Context: an optimization exercise on an open-source flow, tuned for small area, a short achievable clock period and few clock cycles per item. The choices shown serve that exercise and are no tape-out recipe. Only simulation tests tie the RTL to the original design; equivalence was not proved. Power and IR drop assume default switching activity.

==> design/flow/config.mk <==
export PLATFORM = sky130hd
export DESIGN_NAME = mlfq_scheduler_with_aging_top
export DESIGN_NICKNAME = mlfq_scheduler_with_aging_top
export VERILOG_FILES = /design/flow/design.v
export SDC_FILE = /design/flow/constraint.sdc
export NUM_CORES = 4
export LEC_CHECK = 0
export CAP_MARGIN = 20
export CORE_MARGIN = 2
export CORE_UTILIZATION = 40
export SETUP_SLACK_MARGIN = 5
export SLEW_MARGIN = 20
==> design/flow/constraint.sdc <==
create_clock -name core_clock -period 12.0 [get_ports {clock}]
set_input_delay 2.4000 -clock core_clock [delete_from_list [all_inputs] [get_ports {clock}]]
set_output_delay 2.4000 -clock core_clock [all_outputs]
set_load 0.01 [all_outputs]
==> design/flow/design.v <==
`timescale 1ns / 1ps
module mlfq_ram #(
   parameter int DEPTH = 64,
   parameter int WIDTH = 6,
   parameter int AW    = 6
) (
   input  logic                   clock,
   input  logic                   rm_en,
   input  logic [AW-1:0]          rm_pos,
   input  logic                   ap_en,
   input  logic [AW-1:0]          tail,
   input  logic [WIDTH-1:0]       ap_data,
   output logic [DEPTH*WIDTH-1:0] q
);
   logic [DEPTH-1:0][WIDTH-1:0] mem;
   logic [DEPTH-1:0]            at_tail, at_last;
   for (genvar j = 0; j < DEPTH; j++) begin : g_ent
      logic [WIDTH-1:0] nxt;
      logic             wr;
      assign at_tail[j] = (tail == AW'(j));
      assign at_last[j] = (tail == AW'(j + 1));
      assign wr = ap_en && (rm_en ? at_last[j] : at_tail[j]);
      if (j + 1 < DEPTH) begin : g_sh
         assign nxt = (rm_en && (AW'(j) >= rm_pos)) ? mem[j+1] : mem[j];
      end else begin : g_last
         assign nxt = mem[j];
      end
      always_ff @(posedge clock) begin
         if (wr) begin
            mem[j] <= ap_data;
         end else begin
            mem[j] <= nxt;
         end
      end
      assign q[j*WIDTH +: WIDTH] = mem[j];
   end
endmodule
`timescale 1ns / 1ps
module mlfq_ctrl (
   input  logic         clock,
   input  logic         reset,
   input  logic         start,
   output logic         busy,
   input  logic [2:0]   req_op,
   input  logic [5:0]   req_proc_id,
   input  logic [19:0]  req_burst_cycles,
   input  logic         req_requeue,
   output logic         rsp_valid,
   output logic [5:0]   rsp_granted_id,
   output logic [13:0]  rsp_slice_length,
   output logic [1:0]   rsp_status,
   input  logic         csr_valid,
   output logic         csr_ready,
   input  logic [11:0]  csr_data
);
   localparam int NP = 64;
   localparam int QD = 64;
   localparam int WS = 16;     
   localparam logic [2:0] OP_ADMIT    = 3'd0;
   localparam logic [2:0] OP_READY    = 3'd1;
   localparam logic [2:0] OP_DISPATCH = 3'd2;
   localparam logic [2:0] OP_SLICE    = 3'd3;
   localparam logic [2:0] OP_EXIT     = 3'd4;
   localparam logic [1:0] ST_OK    = 2'd0;
   localparam logic [1:0] ST_EMPTY = 2'd1;
   localparam logic [1:0] ST_ERR   = 2'd2;
   localparam logic [2:0] C_IDLE = 3'd0;
   localparam logic [2:0] C_AGE  = 3'd1;
   localparam logic [2:0] C_FIX  = 3'd2;
   localparam logic [2:0] C_SYNC = 3'd3;
   localparam logic [2:0] C_ADJ  = 3'd4;
   localparam logic [1:0] R_NONE = 2'd0;
   localparam logic [1:0] R_CAND = 2'd1;
   localparam logic [1:0] R_SRCH = 2'd2;
   logic [11:0]          q_r;
   logic [3:0][11:0]     qb_r;       
   logic                 csr_pend;
   logic [11:0]          csr_val;
   logic [3:0][6:0]      cnt;
   logic [NP-1:0]        act;
   logic [NP-1:0][1:0]   lvl;
   logic [NP-1:0][15:0]  vv;
   logic                 ir_v;
   logic [2:0]           ir_op;
   logic [5:0]           ir_p;
   logic                 ir_rq;
   logic                 ir_act;
   logic [1:0]           ir_lvl;
   logic [2:0]           ir_pr;      
   logic [14:0]          ir_bx;      
   logic [2:0]           cst;
   logic [3:1][1:0]      rs;
   logic [3:1][5:0]      rf;
   logic [3:1][5:0]      rp;
   logic [3:1][1:0]      rw;
   logic [5:0]           fix_p;
   logic [1:0]           adj_l;
   logic [15:0]          adj_x;
   logic                 busy_r;
   logic                 rsp_v_r;
   logic [5:0]           rsp_g_r;
   logic [13:0]          rsp_s_r;
   logic [1:0]           rsp_st_r;
   logic [3:0][QD*6-1:0] qent;
   logic [3:0]           rm_en, ap_en;
   logic [3:0][5:0]      rm_pos;
   logic [5:0]           ap_data;
   for (genvar k = 0; k < 4; k++) begin : g_q
      mlfq_ram #(.DEPTH(QD), .WIDTH(6), .AW(6)) u_q (
         .clock   (clock),
         .rm_en   (rm_en[k]),
         .rm_pos  (rm_pos[k]),
         .ap_en   (ap_en[k]),
         .tail    (cnt[k][5:0]),
         .ap_data (ap_data),
         .q       (qent[k])
      );
   end
   logic [13:0] sl [4];        
   logic [15:0] nt [4];        
   logic [NP-1:0] old;
   always_comb begin
      sl[0] = {2'b0, q_r};
      sl[1] = {1'b0, q_r, 1'b0};
      sl[2] = {2'b0, q_r} + {1'b0, q_r, 1'b0};
      sl[3] = {q_r, 2'b0};
      for (int l = 0; l < 4; l++) nt[l] = 16'd0 - {1'b0, sl[l], 1'b0};
      for (int i = 0; i < NP; i++) old[i] = ~vv[i][15];
   end
   logic [1:0]  sel;           
   logic        sel_any;
   always_comb begin
      sel     = 2'd1;
      sel_any = 1'b0;
      for (int k = 3; k >= 1; k--) begin
         if (rs[k] != R_NONE) begin
            sel     = 2'(k);
            sel_any = 1'b1;
         end
      end
   end
   logic [3:1]              s_found, s_more;
   logic [3:1][5:0]         s_f, s_p;
   logic [3:1][1:0]         s_w;
   logic [3:1][6:0]         s_base;
   logic [3:1][WS-1:0]      s_cand;
   logic [3:1][WS-1:0][5:0] s_sid;
   for (genvar k = 1; k < 4; k++) begin : g_srch
      always_comb begin
         s_w[k]    = (cst == C_AGE && sel == 2'(k)) ? rw[k] : 2'd0;
         s_base[k] = {1'b0, s_w[k], 4'd0};
         for (int j = 0; j < WS; j++) begin
            case (s_w[k])
               2'd0: s_sid[k][j] = qent[k][(j)*6 +: 6];
               2'd1: s_sid[k][j] = qent[k][(16 + j)*6 +: 6];
               2'd2: s_sid[k][j] = qent[k][(32 + j)*6 +: 6];
               default: s_sid[k][j] = qent[k][(48 + j)*6 +: 6];
            endcase
            s_cand[k][j] = ((s_base[k] + 7'(j)) < cnt[k]) && old[s_sid[k][j]];
         end
         s_found[k] = 1'b0;
         s_f[k]     = '0;
         s_p[k]     = '0;
         for (int j = WS - 1; j >= 0; j--) begin
            if (s_cand[k][j]) begin
               s_found[k] = 1'b1;
               s_f[k]     = 6'(s_base[k]) + 6'(j);
               s_p[k]     = s_sid[k][j];
            end
         end
         s_more[k] = !s_found[k] && ((s_base[k] + 7'd16) < cnt[k]);
      end
   end
   logic        exec_go;
   logic        ir_take;
   logic        in_act;
   logic [1:0]  in_lvl;
   logic        any_ne;
   logic [1:0]  l0;
   logic [5:0]  g;
   logic [1:0]  g_lvl;
   logic [3:1][1:0] rp_lvl;
   logic [1:0]  lk_lvl;
   logic [3:0][6:0]  cnt_n;
   logic             ld_en;
   logic [5:0]       ld_p;
   logic [1:0]       ld_n;
   logic             lw_en;
   logic [5:0]       lw_p;
   logic [1:0]       lw_v;
   logic             aw_en;
   logic [5:0]       aw_p;
   logic             aw_v;
   logic [2:0]       add_mode;    
   logic [15:0]      add_x;
   logic [2:0]       cst_n;
   logic [3:1][1:0]  rs_n;
   logic [3:1][5:0]  rf_n, rp_n;
   logic [3:1][1:0]  rw_n;
   logic [5:0]       fix_p_n;
   logic [1:0]       adj_l_n;
   logic [15:0]      adj_x_n;
   logic [11:0]      q_n;
   logic [3:0][11:0] qb_n;
   logic             csr_pend_n;
   logic             fin;
   logic [5:0]       fin_g;
   logic [13:0]      fin_s;
   logic [1:0]       fin_st;
   logic [1:0]  mv_n;
   logic        mv_full;
   logic        promote;
   logic [1:0]  sl_nl;
   assign exec_go = (cst == C_IDLE) && !csr_pend && ir_v;
   always_comb begin
      in_act = ir_act;
      in_lvl = ir_lvl;
      any_ne = 1'b0;
      l0     = 2'd0;
      for (int k = 3; k >= 0; k--) begin
         if (cnt[k] != 7'd0) begin
            any_ne = 1'b1;
            l0     = 2'(k);
         end
      end
      g = qent[l0][5:0];
      g_lvl = lvl[g];
      for (int k = 1; k < 4; k++) rp_lvl[k] = lvl[rp[k]];
      lk_lvl = rp_lvl[sel];
      promote = (in_lvl != 2'd3) && ir_pr[in_lvl];
      sl_nl   = promote ? in_lvl + 2'd1 : in_lvl;
      mv_n    = (lk_lvl == 2'd0) ? 2'd0 : lk_lvl - 2'd1;
      mv_full = cnt[mv_n][6];
   end
   always_comb begin
      rm_en    = '0;
      rm_pos   = '0;
      ap_en    = '0;
      ap_data  = '0;
      cnt_n    = cnt;
      ld_en    = 1'b0;
      ld_p     = '0;
      ld_n     = '0;
      lw_en    = 1'b0;
      lw_p     = '0;
      lw_v     = '0;
      aw_en    = 1'b0;
      aw_p     = ir_p;
      aw_v     = 1'b0;
      add_mode = 3'd0;
      add_x    = {1'b0, ir_bx};
      cst_n    = cst;
      rs_n     = rs;
      rf_n     = rf;
      rp_n     = rp;
      rw_n     = rw;
      fix_p_n  = fix_p;
      adj_l_n  = adj_l;
      adj_x_n  = adj_x;
      q_n      = q_r;
      qb_n     = qb_r;
      csr_pend_n = csr_pend;
      fin      = 1'b0;
      fin_g    = '0;
      fin_s    = '0;
      fin_st   = ST_OK;
      ir_take  = 1'b0;
      if (exec_go) begin
         ir_take = 1'b1;
         fin     = 1'b1;
         case (ir_op)
            OP_ADMIT: begin
               aw_en = 1'b1;
               aw_v  = 1'b1;
               lw_en = 1'b1;
               lw_p  = ir_p;
               lw_v  = 2'd0;
               ld_en = 1'b1;
               ld_p  = ir_p;
               ld_n  = 2'd0;
            end
            OP_READY: begin
               if (!in_act || cnt[in_lvl][6]) begin
                  fin_st = ST_ERR;
               end else begin
                  ap_en[in_lvl]  = 1'b1;
                  ap_data        = ir_p;
                  cnt_n[in_lvl]  = cnt[in_lvl] + 7'd1;
                  ld_en = 1'b1;
                  ld_p  = ir_p;
                  ld_n  = in_lvl;
               end
            end
            OP_SLICE: begin
               if (!in_act) begin
                  fin_st = ST_ERR;
               end else begin
                  add_mode = 3'd1;
                  lw_en = 1'b1;
                  lw_p  = ir_p;
                  lw_v  = sl_nl;
                  if (ir_rq && !cnt[sl_nl][6]) begin
                     ap_en[sl_nl]  = 1'b1;
                     ap_data       = ir_p;
                     cnt_n[sl_nl]  = cnt[sl_nl] + 7'd1;
                     ld_en = 1'b1;
                     ld_p  = ir_p;
                     ld_n  = sl_nl;
                  end else begin
                     if (ir_rq) fin_st = ST_ERR;
                     if (promote) begin
                        cst_n   = C_FIX;
                        fix_p_n = ir_p;
                     end
                  end
               end
            end
            OP_EXIT: begin
               if (!in_act) begin
                  fin_st = ST_ERR;
               end else begin
                  aw_en = 1'b1;
                  aw_v  = 1'b0;
               end
            end
            OP_DISPATCH: begin
               if (!any_ne) begin
                  fin_st = ST_EMPTY;
               end else begin
                  fin_g = g;
                  fin_s = sl[g_lvl];
                  rm_en[l0]  = 1'b1;
                  rm_pos[l0] = 6'd0;
                  cnt_n[l0]  = cnt[l0] - 7'd1;
                  for (int k = 1; k < 4; k++) begin
                     rw_n[k] = 2'd0;
                     rf_n[k] = s_f[k];
                     rp_n[k] = s_p[k];
                     if (l0 == 2'(k)) begin
                        rs_n[k] = (cnt[k] >= 7'd2) ? R_SRCH : R_NONE;
                     end else if (s_found[k]) begin
                        rs_n[k] = R_CAND;
                     end else if (s_more[k]) begin
                        rs_n[k] = R_SRCH;
                        rw_n[k] = 2'd1;
                     end else begin
                        rs_n[k] = R_NONE;
                     end
                  end
                  if (rs_n != '0) cst_n = C_AGE;
               end
            end
            default: begin
               fin_st = ST_ERR;
            end
         endcase
      end else if (cst == C_AGE) begin
         if (rs[sel] == R_CAND) begin
            rs_n[sel] = R_NONE;
            if (!mv_full) begin
               rm_en[sel]  = 1'b1;
               rm_pos[sel] = rf[sel];
               ap_en[mv_n]  = 1'b1;
               ap_data      = rp[sel];
               if (mv_n != sel) begin
                  cnt_n[sel]  = cnt[sel] - 7'd1;
                  cnt_n[mv_n] = cnt[mv_n] + 7'd1;
               end
               lw_en = 1'b1;
               lw_p  = rp[sel];
               lw_v  = mv_n;
               ld_en = 1'b1;
               ld_p  = rp[sel];
               ld_n  = mv_n;
               for (int k = 1; k < 4; k++) begin
                  if (2'(k) > sel) begin
                     if (q_r == 12'd0) begin
                        rs_n[k] = R_SRCH;
                        rw_n[k] = 2'd0;
                     end else if (rs[k] == R_CAND && rp[k] == rp[sel]) begin
                        rs_n[k] = R_SRCH;
                        rw_n[k] = 2'd0;
                     end
                  end
               end
            end
         end else begin
            for (int k = 1; k < 4; k++) begin
               if (2'(k) >= sel) begin
                  rf_n[k] = s_f[k];
                  rp_n[k] = s_p[k];
                  rw_n[k] = 2'd0;
                  if (s_found[k]) begin
                     rs_n[k] = R_CAND;
                  end else if (s_more[k]) begin
                     rs_n[k] = R_SRCH;
                     rw_n[k] = ((2'(k) == sel) ? rw[k] : 2'd0) + 2'd1;
                  end else begin
                     rs_n[k] = R_NONE;
                  end
               end
            end
         end
         if (rs_n == '0) cst_n = C_IDLE;
      end else if (cst == C_FIX) begin
         add_mode = 3'd2;
         add_x    = 16'd0 - {3'b0, q_r, 1'b0};    
         cst_n    = C_IDLE;
      end else if (cst == C_SYNC) begin
         cst_n = C_IDLE;
         for (int l = 3; l >= 0; l--) begin
            if (qb_r[l] != q_r) begin
               cst_n   = C_ADJ;
               adj_l_n = 2'(l);
            end
         end
         if (cst_n == C_ADJ) begin
            qb_n[adj_l_n] = q_r;
            case (adj_l_n)
               2'd0: adj_x_n = {{3{1'b0}}, qb_r[0], 1'b0} - {{3{1'b0}}, q_r, 1'b0};
               2'd1: adj_x_n = {{2{1'b0}}, qb_r[1], 2'b0} - {{2{1'b0}}, q_r, 2'b0};
               2'd2: adj_x_n = ({{2{1'b0}}, qb_r[2], 2'b0} + {{3{1'b0}}, qb_r[2], 1'b0})
                             - ({{2{1'b0}}, q_r, 2'b0} + {{3{1'b0}}, q_r, 1'b0});
               default: adj_x_n = {1'b0, qb_r[3], 3'b0} - {1'b0, q_r, 3'b0};
            endcase
         end
      end else if (cst == C_ADJ) begin
         add_mode = 3'd3;
         add_x    = adj_x;
         cst_n    = C_SYNC;
      end else if (cst == C_IDLE && csr_pend && !csr_valid) begin
         q_n        = csr_val;
         csr_pend_n = 1'b0;
         cst_n      = C_SYNC;
      end
      if (csr_valid) csr_pend_n = 1'b1;
   end
   logic accept;
   logic ir_v_n;
   assign accept = start && !busy_r;
   assign ir_v_n = accept || (ir_v && !ir_take);
   logic [5:0] f_p;
   logic       f_act;
   logic [1:0] f_lvl;
   always_comb begin
      f_p   = accept ? req_proc_id : ir_p;
      f_act = accept ? act[req_proc_id] : ir_act;
      f_lvl = accept ? lvl[req_proc_id] : ir_lvl;
      if (aw_en && aw_p == f_p) f_act = aw_v;
      if (lw_en && lw_p == f_p) f_lvl = lw_v;
   end
   always_ff @(posedge clock) begin
      if (reset) begin
         ir_v     <= 1'b0;
         busy_r   <= 1'b0;
         cst      <= C_IDLE;
         rs       <= '0;
         cnt      <= '0;
         act      <= '0;
         q_r      <= 12'd8;
         qb_r     <= {4{12'd8}};
         csr_pend <= 1'b0;
         rsp_v_r  <= 1'b0;
      end else begin
         ir_v     <= ir_v_n;
         busy_r   <= (ir_v_n && (cst_n != C_IDLE)) || csr_pend_n;
         cst      <= cst_n;
         rs       <= rs_n;
         cnt      <= cnt_n;
         if (aw_en) act[aw_p] <= aw_v;
         q_r      <= q_n;
         qb_r     <= qb_n;
         csr_pend <= csr_pend_n;
         rsp_v_r  <= fin;
      end
   end
   always_ff @(posedge clock) begin
      if (accept) begin
         ir_op <= req_op;
         ir_p  <= req_proc_id;
         ir_rq <= req_requeue;
         ir_bx <= (req_burst_cycles[19:15] != 5'd0) ? 15'h7FFF : req_burst_cycles[14:0];
         for (int l = 0; l < 3; l++) ir_pr[l] <= ({6'd0, req_burst_cycles} >= {6'd0, sl[l]});
      end
      ir_act <= f_act;
      ir_lvl <= f_lvl;
      if (csr_valid) csr_val <= csr_data;
      rf    <= rf_n;
      rp    <= rp_n;
      rw    <= rw_n;
      fix_p <= fix_p_n;
      adj_l <= adj_l_n;
      adj_x <= adj_x_n;
      if (lw_en) lvl[lw_p] <= lw_v;
      if (fin) begin
         rsp_g_r  <= fin_g;
         rsp_s_r  <= fin_s;
         rsp_st_r <= fin_st;
      end
   end
   logic [NP-1:0]       v_add, v_ld, v_ovf;
   logic [NP-1:0][15:0] v_sum;
   logic [15:0]         v_lv;
   assign v_lv = nt[ld_n];
   for (genvar i = 0; i < NP; i++) begin : g_v
      always_comb begin
         case (add_mode)
            3'd1:    v_add[i] = act[i];
            3'd2:    v_add[i] = (fix_p == 6'(i));
            3'd3:    v_add[i] = (lvl[i] == adj_l);
            default: v_add[i] = 1'b0;
         endcase
         v_ld[i]  = ld_en && (ld_p == 6'(i));
         v_sum[i] = vv[i] + add_x;
         v_ovf[i] = !vv[i][15] && !add_x[15] && v_sum[i][15];
      end
      always_ff @(posedge clock) begin
         if (v_ld[i]) begin
            vv[i] <= v_lv;
         end else if (v_add[i]) begin
            vv[i] <= v_ovf[i] ? 16'h7FFF : v_sum[i];
         end
      end
   end
   assign busy             = busy_r;
   assign csr_ready        = 1'b1;
   assign rsp_valid        = rsp_v_r;
   assign rsp_granted_id   = rsp_g_r;
   assign rsp_slice_length = rsp_s_r;
   assign rsp_status       = rsp_st_r;
endmodule
`timescale 1ns / 1ps
module mlfq_scheduler_with_aging_top (
   input  logic         clock,
   input  logic         reset,
   input  logic         start,
   output logic         busy,
   input  logic [2:0]   req_op,
   input  logic [5:0]   req_proc_id,
   input  logic [19:0]  req_burst_cycles,
   input  logic         req_requeue,
   output logic         rsp_valid,
   output logic [5:0]   rsp_granted_id,
   output logic [13:0]  rsp_slice_length,
   output logic [1:0]   rsp_status,
   input  logic         csr_valid,
   output logic         csr_ready,
   input  logic [11:0]  csr_data
);
   mlfq_ctrl u_ctrl (
      .clock            (clock),
      .reset            (reset),
      .start            (start),
      .busy             (busy),
      .req_op           (req_op),
      .req_proc_id      (req_proc_id),
      .req_burst_cycles (req_burst_cycles),
      .req_requeue      (req_requeue),
      .rsp_valid        (rsp_valid),
      .rsp_granted_id   (rsp_granted_id),
      .rsp_slice_length (rsp_slice_length),
      .rsp_status       (rsp_status),
      .csr_valid        (csr_valid),
      .csr_ready        (csr_ready),
      .csr_data         (csr_data)
   );
endmodule
==> design/flow/run.sh <==
#!/bin/bash
# synth_recipe.tcl (not shown) runs the flow's synth.tcl, then flattens the netlist and writes it again
# the make line also repeats each setting of config.mk as NAME=value (left out here)
make -C /OpenROAD-flow-scripts/flow DESIGN_CONFIG=/design/flow/config.mk WORK_HOME=/design/flow/orfs CLKGATE_MAP_FILE= SYNTH_SCRIPT=/design/flow/synth_recipe.tcl finish
==> flow_metrics.env <==
export IMPL_outcome="finished with violations"
export IMPL_check_faults="capacitance limit, slew limit"
export IMPL_core_um2=581000
export IMPL_r2r_end="u_ctrl.busy_r"
export IMPL_finalMaxSlewViolations=8
export IMPL_cts_made_buffers=361
export IMPL_synthArstFlopShare_pct=0
export IMPL_yosysTopAreaCell="edfxtp_1"
export IMPL_crit_fanout=11
export IMPL_drv_cap=1
export IMPL_max_slew_margin_rel_pct=-0.356
export IMPL_fp_dieH_um=767
export IMPL_crit_chain="clkinv_1, ha_1, o21bai_1, a21oi_1, nor2_1, or3b_2, a31o_2, a211o_1, a21boi_0, buf_4, nand2_1, nand4b_1, buf_12, or4b_1, a2bb2oi_2, o32ai_4, a31oi_1"
export IMPL_p_seq_share_pct=36.6
export IMPL_hpwl_um=769000
export IMPL_wl_per_cell_um=36.0
export IMPL_wl_um=1170000
export IMPL_synth_simple_area_share_pct=12.6
export IMPL_cp_end_kind="flop"
export IMPL_setup_violations=0
export IMPL_viasPerCell=6.94
export IMPL_nets=25600
export IMPL_clkTransAtPathRegs_ns=0.07
export IMPL_dp_cells=31400
export IMPL_p_comb_share_pct=28.8
export IMPL_worstSetupStartpointType="flop"
export IMPL_whs_endpoint="u_ctrl.qb_r[0]"
export IMPL_cts_tree="done"
export IMPL_grt_overflow_total=0
export IMPL_initial_utilization_pct=40.1
export IMPL_clkPwrFrac_pct=34.6
export IMPL_max_freq_mhz=137
export IMPL_synth_xor_area_share_pct=4.06
export IMPL_yosys_top_cells_area="edfxtp_1 (36%), ha_1 (6.5%), a21oi_1 (4.6%)"
export IMPL_hold_viol_final=0
export IMPL_hold_path_class="flop to flop"
export IMPL_drc_errors=0
export IMPL_grt_pass1_vias=203000
export IMPL_antenna_found_initial=125
export IMPL_synthesis_nets=26000
export IMPL_drtPass1Iterations=15
export IMPL_switching_power_mw=11.5
export IMPL_power_internal_mw=20.6
export IMPL_utilization_pct=44.7
export IMPL_drive_gt1_share_pct=13.3
export IMPL_drt_iter0_markers=36800
export IMPL_ys_ff_latch=2983
export IMPL_ios=71
export IMPL_slowest_delay_ns=1.00
export IMPL_ctsHoldBuffers=0
export IMPL_rsz0062_at_grt="true"
export IMPL_die_w_um=767
export IMPL_synth_avg_cell_area_um2=9.42
export IMPL_synth_compound_area_share_pct=23.7
export IMPL_hold_path_startpoint="u_ctrl.qb_r[0]"
export IMPL_synth_ff_type="edfxtp_1"
export IMPL_arrival_ns=8.22
export IMPL_yosysWarnings=4
export IMPL_whs_ns=0.454
export IMPL_synthAdderAreaFrac_pct=7.13
export IMPL_fin_skew_ns=0.109
export IMPL_die_area_um2=588000
export IMPL_ir_drop_uv=128
export IMPL_leakagePower_nw=95.4
export IMPL_cts_sinks=2983
export IMPL_row_count=280
export IMPL_reg2reg_from="u_ctrl.cnt[18]"
export IMPL_critPathBufInv=3
export IMPL_grt_usage_pct=37.8
export IMPL_synthMostInstantiatedCell="edfxtp_1"
export IMPL_grt_max_degree=132
export IMPL_netSwitchingFraction_pct=35.9
export IMPL_crit_slowest_cell="clkinv_1"
export IMPL_root_buffer="clkbuf_16"
export IMPL_syn_inst=24700
export IMPL_mappedNetlistArea_um2=233000
export IMPL_critical_path_class="flop to flop"
export IMPL_ys_seq_area_share_pct=37.8
export IMPL_power_per_cell_area_nw_per_um2=124
export IMPL_worstPathRequired_ns=12.92
export IMPL_gp_congestion=1.09
export IMPL_synthMuxAreaShare_pct=9.83
export IMPL_synth_top_area_share_pct=36.3
export IMPL_r2r_setup_slack_ns=4.70
export IMPL_synth_top_family_by_area="compound AO/OA/AOI/OAI gates"
export IMPL_port_buffers=69
export IMPL_n_fill_cell=55400
export IMPL_synth_edff_count=2812
export IMPL_ff2ff_path_depth=17
export IMPL_cts_buffer_depth=4
export IMPL_stdcell_count=32500
export IMPL_critical_path_top_delay_family="compound AO/OA/AOI/OAI gates"
export IMPL_cts_max_level=5
export IMPL_hold_path_cell_count=2
export IMPL_synthTopCellsByCount="edfxtp_1 (2812), nand2_1 (2282), a21oi_1 (2155)"
export IMPL_layout_min_cycle_time_ns=7.30
export IMPL_vias=225000
export IMPL_grt_first_pass_wirelength_um=1600000
export IMPL_period_share_pct=60.8
export IMPL_ys_types=125
export IMPL_worstSkewPairLatency_ns=1.10
export IMPL_area_delta_synth_final_pct=11.6
export IMPL_tightest_slew_ns=1.51
export IMPL_crit_start="u_ctrl.cnt[18]"
export IMPL_worst_path_stages=17
export IMPL_totalNegativeSetupSlack_ns=0
export IMPL_ant_nets=0
[registers in the layout, indices dropped and copies added, names as in the netlist, 18 cells and up]
| name | cells |
|---|---|
| u_ctrl.rf | 18 |
| u_ctrl.qb_r | 48 |
| u_ctrl.lvl | 128 |
| u_ctrl.cnt | 28 |
| u_ctrl.g_q.u_q.mem | 1536 |
| u_ctrl.vv | 1024 |
| u_ctrl.act | 64 |
| u_ctrl.rp | 18 |
[repair_timing]
action / CTS / global route
endpoints found under the hold margin: 0 / 0
buffers inserted: 97 / 80
pin swaps: 59 / 47
setup endpoints to repair: 4627 / 2973
cloned: 9 / 8
gates resized for setup: 303 / 232
[logic make-up after synthesis]
kind of cell / Yosys count
other: 1
buffers and inverters: 2891
xor gates and xnor gates: 1080
muxes: 1779
DFF: 2983
and+or+nand+nor: 6498
AOI/OAI and AO/OA: 8188
adders and majority gates: 1284
[per-stage QoR]
stage | setup WS [ns] | area [um2] | power (mW)
6_report | 4.70 | 260000 | 32.1
5_1_grt | 4.91 | 259000 | 32.6
4_1_cts | 4.92 | 257000 | 31.3
3_5_place_dp | 2.13 | 244000 | 20.2
3_3_place_gp | 2.12 | 243000 | 20.2
2_1_floorplan | 5.06 | 233000 | 16.9
[tightest hold or removal path, delay by kind of cell (launching register included)]
kind	cells	cell delay [ns]
flops	1	0.31
simple gates	1	0.05
compound gates	1	0.05
[cells in the final DEF, fill, tap and decap left out, types with 110 or more instances in the layout]
cell type / count
a211oi_1: 402
a21o_1: 307
a21oi_1: 2082
a221oi_1: 213
a222oi_1: 292
a22oi_1: 1108
a31oi_1: 224
and2_1: 114
buf_4: 940
clkbuf_16: 371
clkinv_1: 138
dfxtp_1: 167
diode_2: 183
edfxtp_1: 2812
ha_1: 1197
inv_1: 868
mux2_2: 594
mux2i_1: 806
mux4_2: 344
nand2_1: 2258
nand2b_1: 218
nand3_1: 357
nand4_1: 110
nor2_1: 2049
nor2b_1: 242
nor3_1: 309
o211ai_1: 281
o21ai_0: 1190
o21bai_1: 425
o22ai_1: 135
o31ai_1: 122
o32ai_1: 112
xnor2_1: 734
xor2_1: 343
[how the worst max path moves through the flow]
stage / endpoint / slack, ns
after floorplan: u_ctrl.busy_r / 5.06
after global placement: u_ctrl.busy_r / 2.12
final: u_ctrl.busy_r / 4.70
after global routing: u_ctrl.busy_r / 4.91
after detailed placement: u_ctrl.busy_r / 2.13
after CTS: u_ctrl.busy_r / 4.92
[cell type report]
type / count / area (um2) / area share, %
Inverter: 941 / 3630 / 1.40
Multi-Input combinational cell: 18800 / 137000 / 52.7
Antenna cell: 183 / 458 / 0.176
Sequential cell: 2983 / 87900 / 33.8
Clock buffer: 457 / 9630 / 3.71
Timing Repair inverter: 1 / 8.76 / 0.00337
Clock inverter: 209 / 1830 / 0.703
Tap cell: 7755 / 9700 / 3.74
Timing Repair Buffer: 1131 / 9740 / 3.75
[power by group through the flow]
stage | registers (mW) | clock network, mW | logic [mW]
2_1_floorplan | 11.8 | 0 | 5.09
3_3_place_gp | 11.9 | 0 | 8.28
3_5_place_dp | 11.9 | 0 | 8.29
4_1_cts | 11.7 | 11.1 | 8.49
5_1_grt | 11.7 | 11.5 | 9.42
6_report | 11.7 | 11.1 | 9.25
[routing by layer]
metal	track usage, %	vias to the layer above	routed length (um)
met5	0	-	282
met4	30.3	38	114000
met3	13.1	4944	154000
met2	53.9	17600	479000
met1	46.2	109000	424000
li1	-	93600	-
Testbench counts, summed over its fixed seeds: cycles 21,278, items 16,000.

-- separate check: timing with driven ports --
No port has a modelled driver above. Below, the same layout with a new extraction and two added sets of constraints.
Step 1 (the two cells are an assumption about what drives the block):
set clk [get_ports {clock}]
set_driving_cell -lib_cell sky130_fd_sc_hd__clkbuf_16 $clk
set_driving_cell -lib_cell sky130_fd_sc_hd__buf_2 [delete_from_list [all_inputs] $clk]
Step 2 adds t to the input delays and takes it off the output delays; t is the mean of the earliest and latest rising clock arrival at the registers after step 1. Input paths then give back, and output paths get back, about the clock's delay inside the block.
a / b / c = ideal ports / drivers / drivers and shift; a / b = the first two.
shift t [ns]: 1.185
setup WS [ns]: 4.703 / 4.703 / 4.703
clock arrival spread, ns: 0.121 / 0.121
The setup slack of this run moves by 0.000 ns with the drivers and by 0.000 ns with both steps.
